This is an optimization exercise on Yosys and OpenROAD, whose aim is small area, a short achievable clock period and few clock cycles per item, not a production implementation. In this exercise RTL edits were held to simulation tests only and were not proved equivalent to the original. Power is estimated from default activity; no workload was simulated.

// multi_slot_periodic_timer_table_core
module multi_slot_periodic_timer_table_core (
	input  wire logic                           clk,
	input  wire logic                           arst_n,
	input  wire logic                           start,
	output logic                                busy,
	input  wire logic [mstt_pkg::MODE_W-1:0]    mode,
	input  wire logic [mstt_pkg::ID_W-1:0]      req_id,
	input  wire logic [mstt_pkg::IN_IVL_W-1:0]  interval,
	input  wire logic [mstt_pkg::CNT_W-1:0]     repeat_count,
	input  wire logic                           resident,
	input  wire logic                           immediate,
	output logic                                strobe,
	output logic [mstt_pkg::ST_W-1:0]           status,
	output logic [mstt_pkg::ID_W-1:0]           result_id,
	output logic signed [mstt_pkg::CTR_W-1:0]   ticks_left,
	output logic [mstt_pkg::CNT_W-1:0]          count_left,
	output logic                                last
);
	localparam int N  = mstt_pkg::SLOTS;
	localparam int IW = mstt_pkg::ID_W;
	localparam int VW = mstt_pkg::IVL_W;
	localparam int CW = mstt_pkg::CNT_W;
	function automatic logic [VW-1:0] add_fast(input logic [VW-1:0] a, input logic [VW-1:0] b,
			input logic ci);
		logic [VW-1:0] p, g, pp, gg, gn, pn;
		p  = a ^ b;
		g  = a & b;
		gg = {g[VW-1:1], g[0] | (p[0] & ci)};
		pp = p;
		for (int d = 1; d < VW; d = d * 2) begin
			gn = gg;
			pn = pp;
			for (int i = d; i < VW; i++) begin
				gn[i] = gg[i] | (pp[i] & gg[i-d]);
				pn[i] = pp[i] & pp[i-d];
			end
			gg = gn;
			pp = pn;
		end
		add_fast = p ^ {gg[VW-2:0], ci};
	endfunction
	logic [N-1:0]   valid_q;
	logic [IW-1:0]  id_q  [N];
	logic [VW-1:0]  ivl_q [N];
	logic [VW-1:0]  dl_q  [N];
	logic [CW-1:0]  cnt_q [N];
	logic [N-1:0]   res_q;
	logic [N-1:0]   imm_q;
	logic [N-1:0]   le1_q;      
	logic [N-1:0]   due_q;      
	logic [VW-1:0]  t_q;
	logic [N-1:0]   rl_q;
	logic           rl_fire_q;
	logic [VW-1:0]  fix_ivl_q;
	logic [CW-1:0]  fix_cnt_q;
	logic           fix_cz_q, fix_c1_q, fix_c2_q;    
	logic                           s1_v_q;
  ...
Size in the first run: roughly 5,200 cells after synthesis, roughly 1,700 flip-flops, roughly 72,000 um^2 of cells after synthesis.
export LEC_CHECK = 0
export CAP_MARGIN = 20
export CORE_MARGIN = 2
export CORE_UTILIZATION = 55
export CTS_CLUSTER_DIAMETER = 100
export CTS_CLUSTER_SIZE = 20
export SETUP_SLACK_MARGIN = 4.8
export SLEW_MARGIN = 20
create_clock -name core_clock -period 8.0 [get_ports {clk}]
run.sh (not shown) runs the stock make flow with config.mk's settings and CLKGATE_MAP_FILE= SYNTH_SCRIPT=/design/flow/synth_recipe.tcl, a recipe that flattens the netlist after the stock synthesis.
Testbench counts at the start, summed over its fixed seeds: cycles 6,423, items 3,200.
==> next run, changes <==
--- a/flow/design.v
+++ b/flow/design.v
@@ -80,13 +80,13 @@
 	logic [VW-1:0]  dl_q  [N];
 	logic [CW-1:0]  cnt_q [N];
 	logic [N-1:0]   res_q;
 	logic [N-1:0]   imm_q;
 	logic [N-1:0]   le1_q;      
 	logic [N-1:0]   due_q;      
-	logic [VW-1:0]  t_q;
+	logic [VW-1:0]  t_q, nt_q;
 	logic [N-1:0]   rl_q;
 	logic           rl_fire_q;
 	logic [VW-1:0]  fix_ivl_q;
 	logic [CW-1:0]  fix_cnt_q;
 	logic           fix_cz_q, fix_c1_q, fix_c2_q;    
 	logic                           s1_v_q;
@@ -145,16 +145,15 @@
 	logic          fix_z, fix_1, fix_due;
 	assign dl_fix  = add_fast(t_q, fix_ivl_q, 1'b0);
 	assign cnt_fix = (rl_fire_q && fix_cnt_q != '0) ? fix_cnt_q - CW'(1) : fix_cnt_q;
 	assign fix_z   = rl_fire_q ? (fix_cz_q | fix_c1_q) : fix_cz_q;
 	assign fix_1   = rl_fire_q ? fix_c2_q : fix_c1_q;
 	assign fix_due = tick_go ? (fix_ivl_q == VW'(2)) : (fix_ivl_q == VW'(1));
-	logic [VW-1:0] t_p1, t_p2;
-	assign t_p1    = t_q + VW'(1);
-	assign t_p2    = t_q + VW'(2);
-	assign nt_d    = tick_go ? t_p2 : t_p1;
+	logic [VW-1:0] nt_inc;
+	assign nt_inc  = nt_q + VW'(1);
+	assign nt_d    = tick_go ? nt_inc : nt_q;
 	logic [N-1:0] match, fire, free1;
 	logic [N-1:0] cnt_z, cnt_1, cnt_2;
 	logic [N-1:0] valid_lo;    
 	logic         full;
 	always_comb begin
 		valid_lo[0] = 1'b1;
@@ -220,13 +219,13 @@
 		m_cnt  = '0;
 		m_z    = 1'b0;
 		m_1    = 1'b0;
 		m_2    = 1'b0;
 		q_dl   = '0;
 		for (int s = 0; s < N; s++) begin
-			fv_id  = fv_id  | (id_q[s]  & {IW{rl_q[s]}});
+			fv_id  = fv_id  | (id_q[s]  & {IW{fv_first[s]}});
 			fv_ivl = fv_ivl | (ivl_q[s] & {VW{fv_first[s]}});
 			m_cnt  = m_cnt  | (cnt_q[s] & {CW{m_sel[s]}});
 			m_z    = m_z | (cnt_z[s] & m_sel[s]);
 			m_1    = m_1 | (cnt_1[s] & m_sel[s]);
 			m_2    = m_2 | (cnt_2[s] & m_sel[s]);
 			q_dl   = q_dl   | (dl_q[s]  & {VW{match[s]}});
@@ -234,19 +233,21 @@
 	end
 	assign rem_nz_d = |fv_rest;
 	assign hit_pend = |(match & rl_q);
 	always_ff @(posedge clk or negedge arst_n) begin
 		if (!arst_n) begin
 			t_q       <= '0;
+			nt_q      <= VW'(1);
 			rl_q      <= '0;
 			rl_fire_q <= 1'b0;
 			rem_nz_q  <= 1'b0;
 			strobe_q  <= 1'b0;
 		end else begin
 			if (tick_go) begin
-				t_q  <= t_p1;
+				t_q  <= nt_q;
+				nt_q <= nt_d;
 			end
 			rl_q      <= emit ? fv_first : wr;
 			rl_fire_q <= emit;
 			rem_nz_q  <= rem_nz_d;
 			strobe_q  <= rem_nz_q | go;
 		end
@@ -289,26 +290,26 @@
 			strobe_b_q <= 1'b0;
 		else
 			strobe_b_q <= strobe_q;
 	end
 	always_ff @(posedge clk) begin
 		status_b_q    <= status_q;
-		result_id_b_q <= rl_fire_q ? fv_id : result_id_q;
+		result_id_b_q <= result_id_q;
 		ticks_b_q     <= tsub_q ? add_fast(ticks_q, ~t_q, 1'b1) : ticks_q;
 		count_b_q     <= count_q;
 		last_b_q      <= last_q;
 	end
 	always_ff @(posedge clk) begin
 		ticks_q     <= '0;
 		tsub_q      <= 1'b0;
 		count_q     <= '0;
 		last_q      <= 1'b1;
 		if (rem_nz_q | ~(is_set | is_del | is_qry)) begin
 			if (emit) begin
 				status_q    <= mstt_pkg::ST_FIRED;
-				result_id_q <= '0;
+				result_id_q <= fv_id;
 				last_q      <= ~rem_nz_d;
 			end else begin
 				status_q    <= mstt_pkg::ST_OK;
 				result_id_q <= '0;
 			end
 		end else begin
What happened: Worst setup slack gets worse by 68 ps. Count of clock-buffer cells in the layout grows by 3. Maximum frequency shrinks by 1.9%. Total power grows by 0.35%. Cell area shrinks by 1.0%. Critical path depth shrinks by 1. Via count grows by 0.64%. Worst hold slack barely changes. Non-clock buffer count shrinks by 65. Final cell count shrinks by 0.76%. Sequential power is about the same. Area after synthesis barely changes.
Testbench counts after the change, summed over its fixed seeds: cycles 6,423, items 3,200.

## separate check: timing with driven ports
The flow's constraints put no driver on any port. The routed layouts listed below were extracted and timed again, unchanged, in two steps.
Step 1 assumes that a clkbuf_16 drives the clock port and a buf_2 every other input.
Step 2, shift: input delay + t, output delay - t, t = (earliest + latest rising clock arrival at the registers) / 2. This alone moves slack from input paths to output paths.
Three values: no drivers, after step 1, after step 2; two values: the first two.
run | t (ns) | setup slack, ns | worst hold slack (ns) | worst setup path after step 2 | worst register clock-pin slew, ns
the first run | 0.835 | 4.443 / 4.443 / 4.018 | 0.333 / 0.333 / 0.333 | input to register | 0.10 / 0.10
the second run | 0.841 | 4.376 / 4.376 / 3.931 | 0.331 / 0.331 / 0.331 | input to register | 0.10 / 0.10
After both steps every run listed still meets setup and hold. The setup slack of the second run, which loses most, moves by 0.000 ns with the drivers and by -0.445 ns with both steps.
